What follows belongs to an exercise in optimizing a design on an open flow for small area, a short achievable clock period and few clock cycles per item; a production flow would make more cautious choices. In this exercise RTL edits were held to simulation tests only and were not proved equivalent to the original.

==> flow/design.v <==
`timescale 1ns / 1ps
`default_nettype none
package mer_pkg;
  localparam int PIX_W     = 13;
  localparam int CFG_IDX_W = 2;
  localparam logic [CFG_IDX_W-1:0] REG_CENTER_X = 2'd0;
  localparam logic [CFG_IDX_W-1:0] REG_CENTER_Y = 2'd1;
  localparam logic [CFG_IDX_W-1:0] REG_RADIUS_X = 2'd2;
  localparam logic [CFG_IDX_W-1:0] REG_RADIUS_Y = 2'd3;
  localparam logic [1:0] LAST_BEAT = 2'd3;
  typedef enum logic [1:0] {
    PH_DONE = 2'd0,
    PH_REG1 = 2'd1,
    PH_REG2 = 2'd2
  } mer_phase_e;
  typedef enum logic [3:0] {
    ST_IDLE,
    ST_RST_A,
    ST_RST_B,
    ST_RST_C,
    ST_RST_D,
    ST_EMIT,
    ST_FIN,
    ST_ADV,
    ST_CHK,
    ST_SW_A,
    ST_SW_B,
    ST_SW_C,
    ST_SW_D,
    ST_SW_E,
    ST_SW_F
  } mer_state_e;
  typedef enum logic [3:0] {
    OP_NOP,
    OP_MUL_RXRX,
    OP_MUL_RYRY,
    OP_MUL_RX2RY,
    OP_START,
    OP_EMIT,
    OP_FIN,
    OP_ADV,
    OP_MUL_TXTX,
    OP_MUL_RY2P,
    OP_MUL_TYTY,
    OP_MUL_RX2P,
    OP_MUL_RX2RY2,
    OP_SET_DEC
  } mer_op_e;
  typedef struct packed {
    mer_op_e    op;
    logic [1:0] beat;
  } mer_cmd_t;
  typedef struct packed {
    logic       out_free;
    logic       y_zero;
    logic       slope_ge;
    mer_phase_e phase;
  } mer_sts_t;
endpackage
`default_nettype wire
`timescale 1ns / 1ps
`default_nettype none
module midpoint_ellipse_rasterizer_top #(
  parameter int RADIUS_BITS = 10,
  parameter int COORD_BITS  = 11
) (
  input  wire logic                                   clk_i,
  input  wire logic                                   rst_ni,
  input  wire logic                                   cfg_we_i,
  input  wire logic [mer_pkg::CFG_IDX_W-1:0]          cfg_idx_i,
  input  wire logic [((COORD_BITS > RADIUS_BITS) ? COORD_BITS : RADIUS_BITS)-1:0] cfg_data_i,
  input  wire logic                                   in_valid_i,
  output logic                                        in_stall_o,
  input  wire logic                                   restart_i,
  output logic                                        out_valid_o,
  input  wire logic                                   out_stall_i,
  output logic signed [mer_pkg::PIX_W-1:0]            pixel_x_o,
  output logic signed [mer_pkg::PIX_W-1:0]            pixel_y_o,
  output logic                                        last_o,
  output logic                                        finished_o
);
  localparam logic [1:0] PH_NONE = 2'd0;
  localparam logic [1:0] PH_R1   = 2'd1;
  localparam logic [1:0] PH_R2   = 2'd2;
  localparam logic [3:0] E_IDLE = 4'd0;
  localparam logic [3:0] E_RS   = 4'd1;
  localparam logic [3:0] E_M1   = 4'd2;
  localparam logic [3:0] E_M2   = 4'd3;
  localparam logic [3:0] E_I2   = 4'd4;
  localparam logic [3:0] E_A0   = 4'd5;
  localparam logic [3:0] E_A1   = 4'd6;
  localparam logic [3:0] E_A2   = 4'd7;
  localparam logic [3:0] E_A3   = 4'd8;
  logic [10:0] cx_q, cy_q;
  logic [9:0]  rx_q, ry_q;
  always_ff @(posedge clk_i or negedge rst_ni) begin
    if (!rst_ni) begin
      cx_q <= 11'd200;
      cy_q <= 11'd200;
      rx_q <= 10'd150;
      ry_q <= 10'd50;
    end else if (cfg_we_i) begin
      case (cfg_idx_i)
        2'd0: cx_q <= cfg_data_i[10:0];
        2'd1: cy_q <= cfg_data_i[10:0];
        2'd2: rx_q <= cfg_data_i[9:0];
        2'd3: ry_q <= cfg_data_i[9:0];
        default: ;
      endcase
    end
  end
  logic        pend_q, pend_rs_q;      
  logic        step_q;                 
  logic [3:0]  est_q;                  
  logic [3:0]  mcnt_q;                 
  logic        em_q;                   
  logic        em_fin_q;               
  logic [1:0]  bcnt_q;                 
  logic [1:0]  phase_q;
  logic        out_valid_q;
  logic [9:0]  x_q, y_q;
  logic [30:0] sxh_q, syh_q;           
  logic [43:0] d_q;
  logic [19:0] rx2_q, ry2_q;
  logic        a_q, b_q, sw_q;         
  logic [12:0] pix_x_q, pix_y_q;
  logic        last_q, fin_q;
  logic out_free, eng_done, em_final, load, commit, take, accept;
  logic [1:0] phase_c;                 
  assign out_free = !out_valid_q || !out_stall_i;
  assign eng_done = (est_q == E_IDLE) || (est_q == E_A3);
  assign em_final = em_fin_q || (bcnt_q == 2'd3);
  assign load     = em_q && out_free && (!em_final || eng_done);
  assign commit   = load && em_final;
  assign take     = pend_q && (!step_q || commit);
  assign accept   = in_valid_i && !pend_q;
  always_comb begin
    phase_c = phase_q;
    if (commit && !em_fin_q) begin
      if (y_q == 10'd0)                      phase_c = PH_NONE;
      else if (phase_q == PH_R1 && sw_q)     phase_c = PH_R2;
    end
  end
  always_ff @(posedge clk_i or negedge rst_ni) begin
    if (!rst_ni) begin
      pend_q      <= 1'b0;
      pend_rs_q   <= 1'b0;
      step_q      <= 1'b0;
      est_q       <= E_IDLE;
      mcnt_q      <= 4'd0;
      em_q        <= 1'b0;
      em_fin_q    <= 1'b0;
      bcnt_q      <= 2'd0;
      phase_q     <= PH_NONE;
      out_valid_q <= 1'b0;
    end else begin
      out_valid_q <= load || (out_valid_q && out_stall_i);
      phase_q     <= phase_c;
      if (accept) begin
        pend_q    <= 1'b1;
        pend_rs_q <= restart_i;
      end else if (take) begin
        pend_q    <= 1'b0;
      end
      if (load) bcnt_q <= bcnt_q + 2'd1;
      if (commit) begin
        step_q <= 1'b0;
        em_q   <= 1'b0;
      end
      case (est_q)
        E_RS: begin
          est_q    <= E_M1;
          mcnt_q   <= 4'd0;
          em_q     <= 1'b1;
          em_fin_q <= 1'b0;
          bcnt_q   <= 2'd0;
          phase_q  <= PH_R1;
        end
        E_M1: begin
          mcnt_q <= mcnt_q + 4'd1;
          if (mcnt_q == 4'd9) begin
            est_q  <= E_M2;
            mcnt_q <= 4'd0;
          end
        end
        E_M2: begin
          mcnt_q <= mcnt_q + 4'd1;
          if (mcnt_q == 4'd9) est_q <= E_I2;
        end
        E_I2: est_q <= E_A0;
        E_A0: est_q <= E_A1;
        E_A1: est_q <= E_A2;
        E_A2: est_q <= E_A3;
        E_A3: est_q <= E_IDLE;
        default: ;
      endcase
      if (take) begin
        step_q <= 1'b1;
        bcnt_q <= 2'd0;
        if (pend_rs_q) begin
          est_q <= E_RS;
          em_q  <= 1'b0;
        end else begin
          est_q    <= (phase_c == PH_NONE) ? E_IDLE : E_A0;
          em_q     <= 1'b1;
          em_fin_q <= (phase_c == PH_NONE);
        end
      end
    end
  end
  logic [10:0] msx, msy;
  logic [20:0] msp;
  assign msx = {1'b0, rx2_q[19:10]} + (rx2_q[0] ? {1'b0, rx_q} : 11'd0);
  assign msy = {1'b0, ry2_q[19:10]} + (ry2_q[0] ? {1'b0, ry_q} : 11'd0);
  assign msp = {1'b0, syh_q[29:10]} + (syh_q[0] ? {1'b0, rx2_q} : 21'd0);
  logic dneg, dpos, dec_a, dec_b;
  assign dneg  = d_q[43];
  assign dpos  = !d_q[43] && (d_q != 44'd0);
  assign dec_a = (phase_q == PH_R1) || !dpos;
  assign dec_b = (phase_q != PH_R1) || !dneg;
  logic        r1;
  logic [43:0] opx, opy, opz, cs1_s, cs1_c, cs2_s, cs2_c, dsum;
  logic        op_e1, op_e2, op_e3, two_cin;
  logic [19:0] rsel;
  assign r1     = (phase_q == PH_R1);
  assign rsel   = r1 ? ry2_q : rx2_q;
  assign op_e1  = (est_q == E_A1) || (est_q == E_M2 && mcnt_q == 4'd0);
  assign op_e2  = (est_q == E_I2) || (est_q == E_A2);
  assign op_e3  = (est_q == E_A3);
  assign two_cin = !op_e1;
  always_comb begin
    if (op_e1) begin
      opx = {10'd0, a_q ? sxh_q : 31'd0, b_q, 2'b00};
      opy = b_q ? {10'h3ff, ~syh_q, 1'b1, 2'b00} : 44'd0;
      opz = {22'd0, rsel, 2'b00};
    end else if (op_e3) begin
      opx = {23'd0, rx2_q, 1'b0};
      opy = ~{24'd0, ry2_q};
      opz = ~{23'd0, ry2_q, 1'b0};
    end else begin
      opx = ~{11'd0, sxh_q, 2'b00};
      opy = ~{11'd0, syh_q, 2'b00};
      opz = {24'd0, rx2_q};
    end
  end
  assign cs1_s = d_q ^ opx ^ opy;
  assign cs1_c = {(d_q[42:0] & opx[42:0]) | (d_q[42:0] & opy[42:0]) | (opx[42:0] & opy[42:0]), two_cin};
  assign cs2_s = cs1_s ^ cs1_c ^ opz;
  assign cs2_c = {(cs1_s[42:0] & cs1_c[42:0]) | (cs1_s[42:0] & opz[42:0]) | (cs1_c[42:0] & opz[42:0]), two_cin};
  assign dsum  = cs2_s + cs2_c;
  logic [30:0] sxh_n, syh_n;
  assign sxh_n = sxh_q + {11'd0, ry2_q};
  assign syh_n = syh_q - {11'd0, rx2_q};
  always_ff @(posedge clk_i) begin
    case (est_q)
      E_RS: begin
        rx2_q <= {10'd0, rx_q};
        ry2_q <= {10'd0, ry_q};
        sxh_q <= 31'd0;
        d_q   <= 44'd0;
        x_q   <= 10'd0;
        y_q   <= ry_q;
        a_q   <= 1'b1;
        b_q   <= 1'b0;
      end
      E_M1: begin
        rx2_q <= {msx, rx2_q[9:1]};
        ry2_q <= {msy, ry2_q[9:1]};
        if (mcnt_q == 4'd9) syh_q <= {21'd0, ry_q};
      end
      E_M2: begin
        syh_q <= {1'b0, msp, syh_q[9:1]};
        if (mcnt_q == 4'd0) d_q <= dsum;
      end
      E_I2: d_q <= dsum;
      E_A0: begin
        a_q <= dec_a;
        b_q <= dec_b;
        if (dec_a) sxh_q <= sxh_n;
        if (dec_b) syh_q <= syh_n;
      end
      E_A1: begin
        d_q  <= dsum;
        sw_q <= (sxh_q >= syh_q);
      end
      E_A2, E_A3: begin
        if (r1 && sw_q) d_q <= dsum;
      end
      default: ;
    endcase
    if (commit && !em_fin_q) begin
      x_q <= x_q + {9'd0, a_q};
      y_q <= y_q - {9'd0, b_q};
    end
  end
  logic        xplus, yplus;
  logic [12:0] px, py;
  assign xplus = !bcnt_q[0];
  assign yplus = (bcnt_q == 2'd0) || (bcnt_q == 2'd3);
  assign px = {2'b00, cx_q} + (xplus ? {3'b000, x_q} : -{3'b000, x_q});
  assign py = {2'b00, cy_q} + (yplus ? {3'b000, y_q} : -{3'b000, y_q});
  always_ff @(posedge clk_i) begin
    if (load) begin
      pix_x_q <= em_fin_q ? 13'd0 : px;
      pix_y_q <= em_fin_q ? 13'd0 : py;
      last_q  <= em_final;
      fin_q   <= em_fin_q;
    end
  end
  assign in_stall_o  = pend_q;
  assign out_valid_o = out_valid_q;
  assign pixel_x_o   = pix_x_q;
  assign pixel_y_o   = pix_y_q;
  assign last_o      = last_q;
  assign finished_o  = fin_q;
endmodule
`default_nettype wire
==> flow/run.sh <==
#!/bin/bash
# synth_recipe.tcl (not shown) runs the flow's synth.tcl, then flattens the netlist and writes it again
# the make line also repeats each setting of config.mk as NAME=value (left out here)
make -C /OpenROAD-flow-scripts/flow DESIGN_CONFIG=/design/flow/config.mk WORK_HOME=/design/flow/orfs CLKGATE_MAP_FILE= SYNTH_SCRIPT=/design/flow/synth_recipe.tcl finish
==> flow/config.mk <==
export PLATFORM = sky130hd
export DESIGN_NAME = midpoint_ellipse_rasterizer_top
export DESIGN_NICKNAME = midpoint_ellipse_rasterizer_top
export VERILOG_FILES = /design/flow/design.v
export SDC_FILE = /design/flow/constraint.sdc
export NUM_CORES = 4
export LEC_CHECK = 0
export ABC_CLOCK_PERIOD_IN_PS = 4000
export CAP_MARGIN = 20
export CORE_MARGIN = 2
export CORE_UTILIZATION = 40
export SETUP_SLACK_MARGIN = 5
export SLEW_MARGIN = 20
==> flow/constraint.sdc <==
create_clock -name core_clock -period 10.0 [get_ports {clk_i}]
set_input_delay 2.0000 -clock core_clock [delete_from_list [all_inputs] [get_ports {clk_i}]]
set_output_delay 2.0000 -clock core_clock [all_outputs]
set_load 0.01 [all_outputs]
==> results of run 1 <==
path summary, 6_finish.rpt:
| path | end | slack, ns | cells after the start |
|---|---|---|---|
| setup / recovery | d_q[37] | 4.67 | 23 |
| hold / removal | step_q | 0.49 | 2 |
| setup reg to reg | d_q[37] | 4.67 | 23 |
| hold reg to reg | step_q | 0.49 | 2 |
| max in group asynchronous | est_q[3] | 7.81 | 2 |
| min in group asynchronous | mcnt_q[2] | 1.60 | 2 |
logic make-up after synthesis:
family,count (synthesis)
and+or+nand+nor,771
AOI/OAI and AO/OA,617
buffers and inverters,331
adders and majority gates,281
DFF,257
xor gates and xnor gates,166
muxes,51
layer usage:
layer / up-vias / global-route usage [%]
met1: 9587 / 32.63
met4: 0 / 8.395
li1: 8957 / -
met2: 799 / 39.29
met5: - / 0
met3: 149 / 3.502
stage by stage:
stage,cells,area (sq um),hold slack (ns),worst slack [ns]
3_5_place_dp,3194,23770,0.4820,2.734
4_1_cts,3308,25880,0.4948,4.690
3_3_place_gp,3193,23750,0.4753,2.982
5_1_grt,3353,26470,0.5243,4.473
2_1_floorplan,2474,22580,0.4561,4.976
6_report,3353,26470,0.4894,4.670
cell usage in the layout, fill, tap and decap left out, types with 11 or more instances in the layout:
cell                                n
sky130_fd_sc_hd__a21o_1            74
sky130_fd_sc_hd__a21oi_1          167
sky130_fd_sc_hd__a21oi_2           11
sky130_fd_sc_hd__a31oi_1           28
sky130_fd_sc_hd__and2_1            33
sky130_fd_sc_hd__and3_1            24
sky130_fd_sc_hd__buf_4             83
sky130_fd_sc_hd__buf_6             11
sky130_fd_sc_hd__clkbuf_16         36
sky130_fd_sc_hd__clkdlybuf4s50_1   47
sky130_fd_sc_hd__dfrtp_1           43
sky130_fd_sc_hd__dfstp_2           13
sky130_fd_sc_hd__edfxtp_1         197
sky130_fd_sc_hd__fa_1              90
sky130_fd_sc_hd__ha_1             177
sky130_fd_sc_hd__inv_1            222
sky130_fd_sc_hd__inv_2             11
sky130_fd_sc_hd__mux2_2            43
sky130_fd_sc_hd__nand2_1          252
sky130_fd_sc_hd__nand2b_1          26
sky130_fd_sc_hd__nand3_1           39
sky130_fd_sc_hd__nand4_1           28
sky130_fd_sc_hd__nor2_1           236
sky130_fd_sc_hd__nor2b_1           21
sky130_fd_sc_hd__nor3_1            30
sky130_fd_sc_hd__nor4_1            18
sky130_fd_sc_hd__o211ai_1          28
sky130_fd_sc_hd__o21a_1            14
sky130_fd_sc_hd__o21ai_0          128
sky130_fd_sc_hd__o21ai_1           19
sky130_fd_sc_hd__o21bai_1          14
sky130_fd_sc_hd__o22ai_1           19
sky130_fd_sc_hd__or3_1             14
sky130_fd_sc_hd__xnor2_1           98
sky130_fd_sc_hd__xor2_1            65
timing repair:
item	CTS	global route
buffers inserted	44	38
gates resized for setup	90	49
endpoints found under the setup margin	43	53
pin swaps	32	45
gates cloned	9	6
worst register-to-register path: cells and delay by family, from the launching register on:
family                   cells  cell delay, ns
AO/OA/AOI/OAI                4            0.60
XOR/XNOR                     1            0.19
adder cells (fa/ha/maj)      3            1.06
buffers and inverters        8            1.22
flip-flops                   1            0.43
AND/OR/NAND/NOR              7            1.60
area by class of cell:
class	instances	area [sq um]
clock buffer	45	932.1
clock inverter	16	200.2
fill	5145	28730
inverter	236	920.9
multi-input combinational	1892	14450
sequential	257	7443
tap	748	935.9
timing repair buffer	155	1543
timing repair inverter	4	47.55
flip-flops by register name, summed over array words and instances (netlist names), 2 cells and up:
register,cells
mcnt_q,4
rx2_q,20
bcnt_q,2
phase_q,2
ry_q,10
y_q,10
cx_q,11
pix_y_q,13
ry2_q,20
pix_x_q,13
rx_q,10
est_q,4
d_q,44
x_q,10
cy_q,11
sxh_q,31
syh_q,31
==> flow_results.org, run 1 <==
** Run status
- Status :: timing/DRC/antenna clean

** Drt
- For this block, the routed nets add up to between 70,000 and 80,000 um of wire.
- Dividing the detail-routed wire length by the instance count gives 21.33 um.
- Met1 Routed Length :: roughly 30,000 um
- The pre-antenna-repair detailed-routing pass consisted of 6 iterations.
- Drt drc :: 0
- Routed vias/inst :: a little under 6
- In this run the remaining antenna-violating nets after routing total 0.
- Total length of routed met3 wires :: approximately 5000 um
- After detailed routing, the met2 layer carries approximately 33,000 um of wire.
- Max Used Layer :: met4
- Violation count after the first detailed-routing iteration :: about 1,900
- Detailed routing inserted a total of between 15,000 and 20,000 vias.

** Clock network
- Insertion delay of the later-clocked pin in the worst-skew pair :: ~0.57 ns
- Clock sink total :: 257
- The number of clock buffers added by TritonCTS is 34.
- Clock transition at the registers of the reported paths :: 0.06 ns
- CTS tree :: yes
- After clock tree synthesis, the flow added hold-fix buffers numbering 0.
- Counting along the longest clock path gives a buffer depth of 3.
- The H-tree was split into 2 levels.
- CTS root buffer :: sky130_fd_sc_hd__clkbuf_16

** Worst setup path
- Counting stages on the worst path, the most repeated cell is sky130_fd_sc_hd__buf_6.
- Peak fanout along the critical path :: 6
- Tracing the worst setup path back leads to its startpoint at est_q[1].
- In this run the critical register-to-register path is launched from est_q[1].
- CP endpoint kind :: register
- Critical Path Max Stage Delay :: ~0.59 ns
- STA classifies the critical path startpoint as a register.
- The kind of cell with the highest combined delay along the critical path is simple AND/OR/NAND/NOR gates.
- Crit path buf inv count :: 8
- Cell-by-cell listing of the critical path :: buf_6, or4b_4, buf_6, nand2_8, clkinvlp_4, buf_6, a221oi_4, fa_1, inv_2, fa_1, inv_2, ha_4, and3_1, and3_1, nand4_1, buf_6, a211oi_4, nor4_4, a21oi_4, buf_4, a41oi_2, xor2_1, nor2_1
- Critical path type :: register to register
- Worst EP required :: around 10 ns
- For the worst setup path, the data arrival time is 5.64 ns.
- CP max-delay cell :: sky130_fd_sc_hd__or4b_4

** STA
- Setup total negative slack :: 0 ns
- Unrepaired setup endpoints after global routing :: yes
- The final count of hold timing violations is 0.
- Setup violations remaining at the end of the flow were counted as 0.
- Final period util :: 53.30%
- The worst pin sits at a relative slew slack of a little under a third.
- Worst-case clock skew :: between 0.02 and 0.025 ns
- The total count of max-transition violations in the final report is 0.
- Time the worst path needs with I/O delays and setup :: ~5.3 ns
- Derived from the worst setup path, the maximum achievable clock frequency is between 0.15 and 0.2 GHz.
- For the pin with the worst max-slew slack, the measured transition is 1.025 ns.

** Job
- Max-cap violations :: 0

** Synth
- The largest total area in the synthesized netlist belongs to sky130_fd_sc_hd__edfxtp_1.
- In this run, synthesis produced a sequential element count of between 200 and 300.
- Fraction of the mapped netlist area in simple logic gates :: 15.83%
- Summing the areas of all xor and xnor instances in the mapped netlist gives around 6.5% of the synthesized area.
- Primary FF master, synth :: sky130_fd_sc_hd__edfxtp_1
- Fraction of the yosys area taken by sequential cells :: ~33%
- Share of flip-flops with an asynchronous set or reset :: 23.35%
- The number of nets in the synthesized netlist is between 2,000 and 3,000.
- After synthesis, the mean cell area works out to approximately 9 sq um.
- Area share of the largest cell type after synthesis :: 26.45%
- Synth unique cells :: 83
- Number of warning messages in the yosys log :: 1
- Top cells by count, synth :: sky130_fd_sc_hd__nand2_1, sky130_fd_sc_hd__nor2_1, sky130_fd_sc_hd__inv_1, sky130_fd_sc_hd__edfxtp_1, sky130_fd_sc_hd__ha_1
- Count of flip-flops with a built-in enable after synthesis :: approximately 200
- Post-synthesis share of cell area spent on full adders, half adders and majority gates :: a little under a fifth
- Most numerous cell in the Yosys netlist :: sky130_fd_sc_hd__nand2_1
- By area, the combinational part of the netlist is dominated by adder cells.
- Compound-gate portion of the synthesized area :: approximately 17%
- By area the synthesized netlist is led by sky130_fd_sc_hd__edfxtp_1, sky130_fd_sc_hd__ha_1, sky130_fd_sc_hd__fa_1.
- After synthesis, the share of cell area in mux cells is ~2.5%.
- Cell Area, Synth :: approximately 22,000 sq um
- Post-synthesis instance total :: between 2,000 and 2,500

** Worst hold path
- In this run the worst hold path is classified as register to register.
- In this run the most critical hold path is launched from step_q.

** Floorplanning
- Measured along the y axis, the die boundary spans 240.5 um.
- From left edge to right edge, the die measures roughly 240 um.
- The floorplan has 86 rows.
- Die outline area :: ~58,000 sq um
- For this configuration, the core starts out at a cell density of between 40% and 50%.
- Placeable Area :: 55,200 sq um
- Pin placement for this block handled 49 I/O pins.

** Final layout
- Layout Utilization :: a little under half
- Synth-to-layout area growth :: 18.35%
- Final Net Count :: around 2,900
- Diodes inserted :: 0
- Ratio of cells with drive above 1 in the final layout :: between 10 and 15%

** Global route
- Total global routing track utilization :: 24.10%
- Entering global routing, the biggest net connects 68 pins.
- Number of antenna violations at the first check in global routing :: 0
- Summed over all layers, the global routing overflow is 0.
- The first global-routing pass estimated 107,700 um of wire.
- The via count of the first global-routing pass came to 18,750.

** Placed design
- Post-detailed-placement half-perimeter wirelength :: 50,460 um
- Routability-driven placement finished with a final weighted congestion of about 0.94.
- Number of port buffers :: 48
Testbench counts, summed over its fixed seeds: cycles 64,212, beats 62,804.
==> inputs of run 2 (changes only) <==
--- a/flow/config.mk
+++ b/flow/config.mk
@@ -5,7 +5,6 @@
 export SDC_FILE = /design/flow/constraint.sdc
 export NUM_CORES = 4
 export LEC_CHECK = 0
-export ABC_CLOCK_PERIOD_IN_PS = 4000
 export CAP_MARGIN = 20
 export CORE_MARGIN = 2
 export CORE_UTILIZATION = 40
==> run 2 against run 1 <==
Highest routed layer unchanged. Cell count unchanged. Via count stayed put. Critical path type unchanged. Critical path depth is the same.
==> flow_results.org, run 2 <==
** Run status
- Status :: timing/DRC/antenna clean

** Final layout
- The final antenna diode count was 0 (unchanged).
- The total number of nets in the final design came to 2,880 (unchanged).
- Count of fill cells added during filler insertion :: 5,145 (unchanged)
- The flip-flop count of the largest register after layout was 44 (unchanged).
- Largest registers :: d_q x44, sxh_q x31, syh_q x31
- Final Instance Area :: 26,470 sq um (unchanged)
- Ratio of cells with drive above 1 in the final layout :: 13.90% (unchanged)
- Leaving out fill and tap cells, the most frequent cell in the layout is sky130_fd_sc_hd__nand2_1.
- The area growth from synthesis to layout was 18.35% (unchanged).
- The register with the most flip-flops in the final layout is d_q.
- The number of standard cells in the layout, taps in and fillers out is 3,353 (unchanged).
- Highest-count cells in the layout ignoring fill and taps :: sky130_fd_sc_hd__nand2_1, sky130_fd_sc_hd__nor2_1, sky130_fd_sc_hd__inv_1, sky130_fd_sc_hd__edfxtp_1, sky130_fd_sc_hd__ha_1

** Worst setup path
- Crit path buf inv count :: 8 (unchanged)
- Peak fanout along the critical path :: 6 (unchanged)
- The worst stage delay on the critical path is 0.59 ns (about the same).
- CP endpoint kind :: register
- Critical path type :: register to register
- Data arrival time of the critical path :: 5.64 ns (about the same)
- Critical path startpoint category :: register
- The signal on the critical path passes through buf_6, or4b_4, buf_6, nand2_8, clkinvlp_4, buf_6, a221oi_4, fa_1, inv_2, fa_1, inv_2, ha_4, and3_1, and3_1, nand4_1, buf_6, a211oi_4, nor4_4, a21oi_4, buf_4, a41oi_2, xor2_1, nor2_1.
- CP max-delay cell :: sky130_fd_sc_hd__or4b_4
- Worst EP required :: 10.31 ns (about the same)
- The cell family contributing the most delay on the critical path is simple AND/OR/NAND/NOR gates.
- Crit-path most repeated cell :: sky130_fd_sc_hd__buf_6

** Clock network
- Clock sink total :: 257 (unchanged)
- The clock latency on the worst-skew pair is 0.57 ns (about the same).
- The clock slew at the register clock pins of the worst setup and hold paths came to 0.06 ns (about the same).
- Worst-case clock buffer depth :: 3 (unchanged)
- CTS tree :: yes
- The hold buffer count at CTS came to 0 (unchanged).
- Clock H-tree levels :: 2 (unchanged)
- The tree is rooted in a sky130_fd_sc_hd__clkbuf_16.
- Number of buffers created by CTS :: 34 (unchanged)

** Synth
- Yosys instantiated no cell more often than sky130_fd_sc_hd__nand2_1.
- Count of flip-flops with a built-in enable after synthesis :: 197 (unchanged)
- Fraction of the mapped netlist area in simple logic gates :: 15.83% (unchanged)
- The fraction of synthesis flops using an asynchronous set or reset pin came to 23.35% (unchanged).
- The cell area after synthesis came to 22,370 sq um (unchanged).
- Area share of the largest cell type after synthesis :: 26.45% (unchanged)
- Total nets after synthesis :: 2,774 (unchanged)
- The gate count after technology mapping came to 2,474 (unchanged).
- Compound-gate portion of the synthesized area :: 17.46% (unchanged)
- Primary FF master, synth :: sky130_fd_sc_hd__edfxtp_1
- sky130_fd_sc_hd__edfxtp_1 takes more of the synthesized area than any other cell.
- Proportion of synthesized area in mux cells :: 2.529% (unchanged)
- Synth Register Bits :: 257 (unchanged)
- The parity-gate share of the synthesized area counting xor and xnor cells came to 6.500% (unchanged).
- The commonest cells after synthesis are sky130_fd_sc_hd__nand2_1, sky130_fd_sc_hd__nor2_1, sky130_fd_sc_hd__inv_1, sky130_fd_sc_hd__edfxtp_1, sky130_fd_sc_hd__ha_1.
- After synthesis, the largest family of logic cells by area is adder cells.
- The synthesized area per cell came to 9.041 sq um (unchanged).
- The count of warnings emitted by yosys was 1 (unchanged).
- Ranked by total cell area, the synthesized netlist is headed by sky130_fd_sc_hd__edfxtp_1, sky130_fd_sc_hd__ha_1, sky130_fd_sc_hd__fa_1.
- The register area share after synthesis came to 33.23% (unchanged).
- The adder-cell share of the synthesized area came to 18.84% (unchanged).
- The number of distinct library cell variants in the gate-level netlist after synthesis is 83 (unchanged).

** Drt
- First-pass iteration count of the detailed router :: 6 (unchanged)
- The via count normalized by instance count came to 5.813 (unchanged).
- Routed length per instance :: 21.33 um (unchanged)
- Vias :: 19,490 (unchanged)
- Drt drc :: 0 (unchanged)
- Detail Route Antenna Nets :: 0 (unchanged)
- Final Routed Wirelength :: 71,510 um (unchanged)
- Violation count after the first detailed-routing iteration :: 1,881 (unchanged)

** Placed design
- Number of port buffers :: 48 (unchanged)
- The placement-stage cell area came to 23,770 sq um (unchanged).
- Post-detailed-placement half-perimeter wirelength :: 50,460 um (unchanged)
- The final weighted congestion in routability-driven placement came to 0.9391 (unchanged).
- The cell total after placement was 3,194 (unchanged).

** Floorplanning
- Die outline area :: 57,820 sq um (unchanged)
- The total I/O pin count is 49 (unchanged).
- The core area came to 55,200 sq um (unchanged).
- The die height came to 240.5 um (unchanged).
- The number of cell rows is 86 (unchanged).
- The chip width is 240.5 um (unchanged).
- The starting density of the core came to 40.52% (unchanged).

** Global route
- The maximum number of pins on one net before global-route repair is 68 (unchanged).
- The total routing resource utilization after global routing is 24.10% (unchanged).
- The final global-route overflow total came to 0 (unchanged).
- First-pass GRT wire length :: 107,700 um (unchanged)
- Number of antenna violations at the first check in global routing :: 0 (unchanged)
- The via count of the first global-routing pass was 18,750 (unchanged).

** STA
- Setup repair after global routing could not meet its margin everywhere.
- The peak clock frequency supported by timing is 0.1876 GHz (unchanged).
- The number of endpoints failing setup at the final stage was 0 (unchanged).
- The sum of negative setup slack came to 0 ns (unchanged).
- Time the worst path needs with I/O delays and setup :: 5.330 ns (unchanged)
- Final-report max-slew violation count :: 0 (unchanged)
- Number of hold violations in the final report :: 0 (unchanged)
- The worst clock skew on the final layout is 0.02008 ns (unchanged).
- Headroom to the max-slew limit :: 31.01% (unchanged)
- The worst hold-check slack is 0.4894 ns (unchanged).
- Transition at the pin with the smallest max-transition slack :: 1.025 ns (unchanged)
- The final worst-path cycle share came to 53.30% (unchanged).

** Job
- Max-cap violations :: 0 (unchanged)

** Worst hold path
- Class of the tightest hold or removal check :: register to register
==> run 2: worst register-to-register path, cell delays in order, from the launching register on <==
cell	delay [ns]
sky130_fd_sc_hd__dfrtp_2	0.43
sky130_fd_sc_hd__buf_6	0.13
sky130_fd_sc_hd__or4b_4	0.59
sky130_fd_sc_hd__buf_6	0.17
sky130_fd_sc_hd__nand2_8	0.07
sky130_fd_sc_hd__clkinvlp_4	0.23
sky130_fd_sc_hd__buf_6	0.23
sky130_fd_sc_hd__a221oi_4	0.24
sky130_fd_sc_hd__fa_1	0.44
sky130_fd_sc_hd__inv_2	0.07
sky130_fd_sc_hd__fa_1	0.39
sky130_fd_sc_hd__inv_2	0.08
sky130_fd_sc_hd__ha_4	0.23
sky130_fd_sc_hd__and3_1	0.20
sky130_fd_sc_hd__and3_1	0.19
sky130_fd_sc_hd__nand4_1	0.10
sky130_fd_sc_hd__buf_6	0.15
sky130_fd_sc_hd__a211oi_4	0.08
sky130_fd_sc_hd__nor4_4	0.39
sky130_fd_sc_hd__a21oi_4	0.14
sky130_fd_sc_hd__buf_4	0.16
sky130_fd_sc_hd__a41oi_2	0.14
sky130_fd_sc_hd__xor2_1	0.19
sky130_fd_sc_hd__nor2_1	0.06
==> run 2: per-stage QoR <==
stage	utilization, %	worst slack [ns]
floorplan	-	4.976
global placement	43.02	2.982
detailed placement	43.07	2.734
CTS	46.88	4.690
global route	47.96	4.473
finish	47.96	4.670
==> run 2: kinds of logic (layout without fill, tap and decap cells) <==
logic type | count (synthesis) | in the layout
xor+xnor | 166 | 166
mux | 51 | 51
flops | 257 | 257
simple gates | 771 | 777
compound gates | 617 | 617
fa+ha+maj | 281 | 281
buf+inv | 331 | 456
==> run 2: area by class of cell <==
class / instances / area [sq um] / share of cell area (%)
multi-input combinational: 1892 / 14450 / 54.58
inverter: 236 / 920.9 / 3.479
clock inverter: 16 / 200.2 / 0.7563
tap: 748 / 935.9 / 3.535
clock buffer: 45 / 932.1 / 3.521
timing repair inverter: 4 / 47.55 / 0.1796
sequential: 257 / 7443 / 28.12
timing repair buffer: 155 / 1543 / 5.828
==> run 2: path summary, 6_finish.rpt <==
check                      startpoint   endpoint  slack [ns]  cells after the start
max                          est_q[1]    d_q[37]        4.67                     23
min                            step_q     step_q        0.49                      2
max reg2reg                  est_q[1]    d_q[37]        4.67                     23
min reg2reg                    step_q     step_q        0.49                      2
max in group asynchronous      rst_ni   est_q[3]        7.81                      2
min in group asynchronous      rst_ni  mcnt_q[2]        1.60                      2
==> run 2: metal layers <==
metal	part of all wire [%]	vias up	routed length, um	track usage [%]
li1	-	8957	-	-
met3	7.1	149	5073	3.502
met1	43	9587	30700	32.63
met4	3.4	0	2402	8.395
met2	47	799	33340	39.29
met5	0	-	0	0
==> run 2: timing repair <==
action	4_1_cts	5_1_grt
resized for setup	90	49
setup buffers	44	38
endpoints found under the setup margin	43	53
pin swaps	32	45
gates cloned	9	6
==> inputs of run 3 (changes only) <==
--- a/flow/config.mk
+++ b/flow/config.mk
@@ -8,5 +8,4 @@
 export CAP_MARGIN = 20
 export CORE_MARGIN = 2
 export CORE_UTILIZATION = 40
-export SETUP_SLACK_MARGIN = 5
 export SLEW_MARGIN = 20
==> run 3 against run 2 <==
Still clean. Synthesized cell count stayed put. Global-route usage shrank 1.1 points. Area after synthesis unchanged. Core utilization down 2.9 points. Register-to-register slack worse by 1.6 ns. Setup slack lost 1.6 ns. Critical path type unchanged. Critical endpoint is now d_q[40]. Highest routed layer unchanged.
==> flow_results.org, run 3 <==
** Run status
- Status :: timing/DRC/antenna clean

** Drt
- Vias :: 18,410 (-5.5%)
- The residual antenna-violating net count after detailed routing is 0 (unchanged).
- Routed length per instance :: 20.27 um (-4.9%)
- The count of TritonRoute iterations in the first routing pass came to 6 (unchanged).
- The overall routed net length is 66,090 um (-7.6%).
- The total DRC errors in the routed layout is 0 (unchanged).
- Violation count after the first detailed-routing iteration :: 1,478 (-21%)
- Routed vias/inst :: 5.648 (-2.8%)

** Final layout
- Most common library cell in the layout ignoring fill and taps :: sky130_fd_sc_hd__nand2_1
- The flip-flop count of the largest register after layout came to 44 (unchanged).
- Highest-count cells in the layout ignoring fill and taps :: sky130_fd_sc_hd__nand2_1, sky130_fd_sc_hd__nor2_1, sky130_fd_sc_hd__inv_1, sky130_fd_sc_hd__edfxtp_1, sky130_fd_sc_hd__ha_1
- Register name with the most flops :: d_q
- From synthesis to final layout, the design area changed by 11.10%.
- Diodes inserted :: 0 (unchanged)
- The largest registers in the layout are d_q x44, sxh_q x31, syh_q x31.
- The share of final-layout standard cells stronger than drive strength 1 is 7.046% (-6.9 points).
- The total number of nets in the final design is 2,786 (-3.3%).

** STA
- The worst hold-check slack was 0.4967 ns (+0.007305 ns).
- Final period util :: 69.34% (+16 points)
- Setup repair after global routing left no endpoint under its margin.
- Setup total negative slack :: 0 ns (unchanged)
- The final critical path time including I/O delays and setup came to 6.934 ns (+1.604 ns).
- The worst clock skew on the final layout came to 0.03684 ns (+0.01676 ns).
- The final count of hold timing violations was 0 (unchanged).
- Final-report max-slew violation count :: 0 (unchanged)
- The slew at the pin with the worst max-slew slack was 1.046 ns (+0.02054 ns).
- Maximum operating frequency :: 0.1442 GHz (-23%)
- The number of endpoints failing setup at the final stage was 0 (unchanged).
- Headroom to the max-slew limit :: 30.12% (-0.89 points)

** Floorplanning
- The die footprint came to 57,820 sq um (unchanged).
- Site row count :: 86 (unchanged)
- Horizontal die dimension :: 240.5 um (unchanged)
- The die height came to 240.5 um (unchanged).
- Starting Density :: 40.52% (unchanged)
- The core area came to 55,200 sq um (unchanged).
- Number of placed I/O pins :: 49 (unchanged)

** Worst setup path
- In this run the critical register-to-register path is launched from est_q[2].
- Critical path type :: register to register
- The data arrival time of the worst path is 7.25 ns (+1.61 ns).
- Endpoint of the worst-slack reg-to-reg timing path :: d_q[40]
- Worst EP required :: 10.32 ns (about the same)
- STA classifies the critical path endpoint as a register.
- The maximum net fanout on the critical path came to 67 (+61).
- Critical path startpoint category :: register
- R2R setup slack :: 3.07 ns (-1.60 ns)
- FF-to-FF path depth :: 22 (-4.3%)

** Synth
- The fraction of synthesis flops using an asynchronous set or reset pin was 23.35% (unchanged).
- Mean area per synthesized cell :: 9.041 sq um (unchanged)
- Count of flip-flops with a built-in enable after synthesis :: 197 (unchanged)
- The synthesized net count came to 2,774 (unchanged).
- Of all cell types, the one taking the most synthesized area is sky130_fd_sc_hd__edfxtp_1.
- The register area share after synthesis came to 33.23% (unchanged).
- By area the synthesized netlist is led by sky130_fd_sc_hd__edfxtp_1, sky130_fd_sc_hd__ha_1, sky130_fd_sc_hd__fa_1.
- Synth Register Bits :: 257 (unchanged)
- The count of warnings emitted by yosys was 1 (unchanged).
- Most numerous cell in the Yosys netlist :: sky130_fd_sc_hd__nand2_1
- Post-synthesis instance total :: 2,474 (unchanged)
- Ranked by instance count, the synthesized netlist is headed by sky130_fd_sc_hd__nand2_1, sky130_fd_sc_hd__nor2_1, sky130_fd_sc_hd__inv_1, sky130_fd_sc_hd__edfxtp_1, sky130_fd_sc_hd__ha_1.
- The area fraction of the dominant cell type after synthesis was 26.45% (unchanged).
- Synth unique cells :: 83 (unchanged)
- In the synthesized netlist the dominant register cell turns out to be sky130_fd_sc_hd__edfxtp_1.
- Cell Area, Synth :: 22,370 sq um (unchanged)

** Global route
- The first-pass GRT wire length came to 102,700 um (-4.6%).
- Number of antenna violations at the first check in global routing :: 1 (+1)
- Largest net degree at the start of global routing :: 70 (+2.9%)
- The via count of the first global-routing pass came to 17,880 (-4.7%).
- Total grt overflow :: 0 (unchanged)
- Total global routing track utilization :: 23.00% (-1.1 points)

** Clock network
- CTS root buffer :: sky130_fd_sc_hd__clkbuf_16
- The H-tree depth came to 2 (unchanged).
- The number of buffers created by CTS is 34 (unchanged).
- The clock slew at the register clock pins of the worst setup and hold paths is 0.06 ns (about the same).
- The clock latency on the worst-skew pair was 0.58 ns (about the same).
- Number of hold buffers added after cts :: 0 (unchanged)
- TritonCTS built the clock tree.
- Worst-case clock buffer depth :: 3 (unchanged)
- The quantity of gates resized following cts was 0 (-100%).
- The number of sinks handled by clock tree synthesis was 257 (unchanged).
- Total setup buffers inserted after CTS :: 0 (-100%)

** Placed design
- Number of port buffers :: 48 (unchanged)
- The final weighted congestion in routability-driven placement is 0.9574 (+1.9%).
- The detailed placer's ending HPWL is 50,440 um (about the same).

** Worst hold path
- Class of the tightest hold or removal check :: register to register
- The worst hold path depth came to 2 (unchanged).
- For hold timing, the worst endpoint is step_q.
- HP Start :: step_q

** Job
- Max-cap violations :: 0 (unchanged)
-- run 3: cell counts after synthesis --
No cell type changed its count.
-- run 3: worst max-delay path by stage --
stage	endpoint	from	slack [ns]
after floorplan	d_q[43]	est_q[0]	3.27
after global placement	d_q[43]	est_q[2]	3.31
after detailed placement	d_q[43]	est_q[2]	3.11
after CTS	d_q[43]	est_q[2]	3.12
after global routing	d_q[40]	est_q[2]	2.56
final	d_q[40]	est_q[2]	3.07
-- run 3: final cells by class --
type / count / area [sq um]
Clock buffer: 42 / 942.2
Clock inverter: 20 / 226.5
Fill cell: 5313 / 30350
Inverter: 236 / 887.1
Multi-Input combinational cell: 1886 / 13760
Sequential cell: 257 / 7435
Tap cell: 748 / 935.9
Timing Repair Buffer: 71 / 668.1
-- run 3: kinds of logic (layout without fill, tap and decap cells) --
kind of cell / after synthesis / after routing / share of synthesized area, %
flip-flops: 257 / 257 / 33.23
adder cells (fa/ha/maj): 281 / 281 / 18.84
multiplexers: 51 / 51 / 2.529
XOR/XNOR: 166 / 166 / 6.500
AND/OR/NAND/NOR: 771 / 771 / 15.83
AO/OA/AOI/OAI: 617 / 617 / 17.46
buffers and inverters: 331 / 369 / 5.605
-- run 3: layer usage --
metal / up-vias / share of wire (%) / global-route usage (%)
li1: 8732 / - / -
met1: 8995 / 45 / 31.92
met2: 542 / 45 / 35.90
met3: 145 / 6.3 / 4.099
met4: 0 / 3.5 / 8.263
met5: - / 0 / 0
-- run 3: through the flow --
step,cells,cell area [sq um],worst slack [ns],utilization (%)
finish,3260,24850,3.066,45.02
global route,3260,24850,2.565,45.02
CTS,3260,24850,3.121,45.02
detailed placement,3198,23680,3.107,42.90
global placement,3197,23650,3.313,42.85
floorplan,2474,22370,3.272,-
-- run 3: critical path, cell delays in order (launching register included) --
cell	delay, ns
sky130_fd_sc_hd__dfrtp_1	0.58
sky130_fd_sc_hd__nor2_1	0.35
sky130_fd_sc_hd__nand2_1	0.09
sky130_fd_sc_hd__buf_4	0.25
sky130_fd_sc_hd__o22ai_4	0.12
sky130_fd_sc_hd__buf_4	0.56
sky130_fd_sc_hd__inv_1	0.12
sky130_fd_sc_hd__nand2_1	0.33
sky130_fd_sc_hd__buf_4	0.40
sky130_fd_sc_hd__o221a_2	0.27
sky130_fd_sc_hd__fa_1	0.47
sky130_fd_sc_hd__fa_1	0.56
sky130_fd_sc_hd__inv_1	0.05
sky130_fd_sc_hd__ha_1	0.36
sky130_fd_sc_hd__a211oi_1	0.23
sky130_fd_sc_hd__o21ai_1	0.17
sky130_fd_sc_hd__o21bai_1	0.43
sky130_fd_sc_hd__a2111oi_2	0.17
sky130_fd_sc_hd__nor3_2	0.29
sky130_fd_sc_hd__o211ai_2	0.16
sky130_fd_sc_hd__a21boi_2	0.25
sky130_fd_sc_hd__a31oi_1	0.13
sky130_fd_sc_hd__mux2_1	0.33

## afterwards: timing with drivers on the ports
In the flow no input, the clock included, has a driving cell. The finished layouts below were timed again as built, in two steps. Step 1 (the two cells are an assumption about what drives the block):
set clk [get_ports {clk_i}]
set_driving_cell -lib_cell sky130_fd_sc_hd__clkbuf_16 $clk
set_driving_cell -lib_cell sky130_fd_sc_hd__buf_2 [delete_from_list [all_inputs] $clk]
Step 2 times the ports against the registers' clock, not the clock port: input delays grow and output delays shrink by t, the midpoint of the rising clock arrivals with the driver on. Three values: ideal ports, drivers, drivers and shift; two values: the first two.
| run | shift t [ns] | slack for setup (ns) | hold slack, ns | latest minus earliest clock arrival (ns) | worst data-port slew with drivers (ns) |
|---|---|---|---|---|---|
| run 1 | 0.619 | 4.670 / 4.670 / 4.670 | 0.489 / 0.489 / 0.489 | 0.021 / 0.022 | 0.04 |
| run 2 | 0.619 | 4.670 / 4.670 / 4.670 | 0.489 / 0.489 / 0.489 | 0.021 / 0.022 | 0.04 |
| run 3 | 0.621 | 3.066 / 3.066 / 3.066 | 0.497 / 0.497 / 0.497 | 0.037 / 0.037 | 0.04 |
After both steps setup and hold are still met in every run listed.
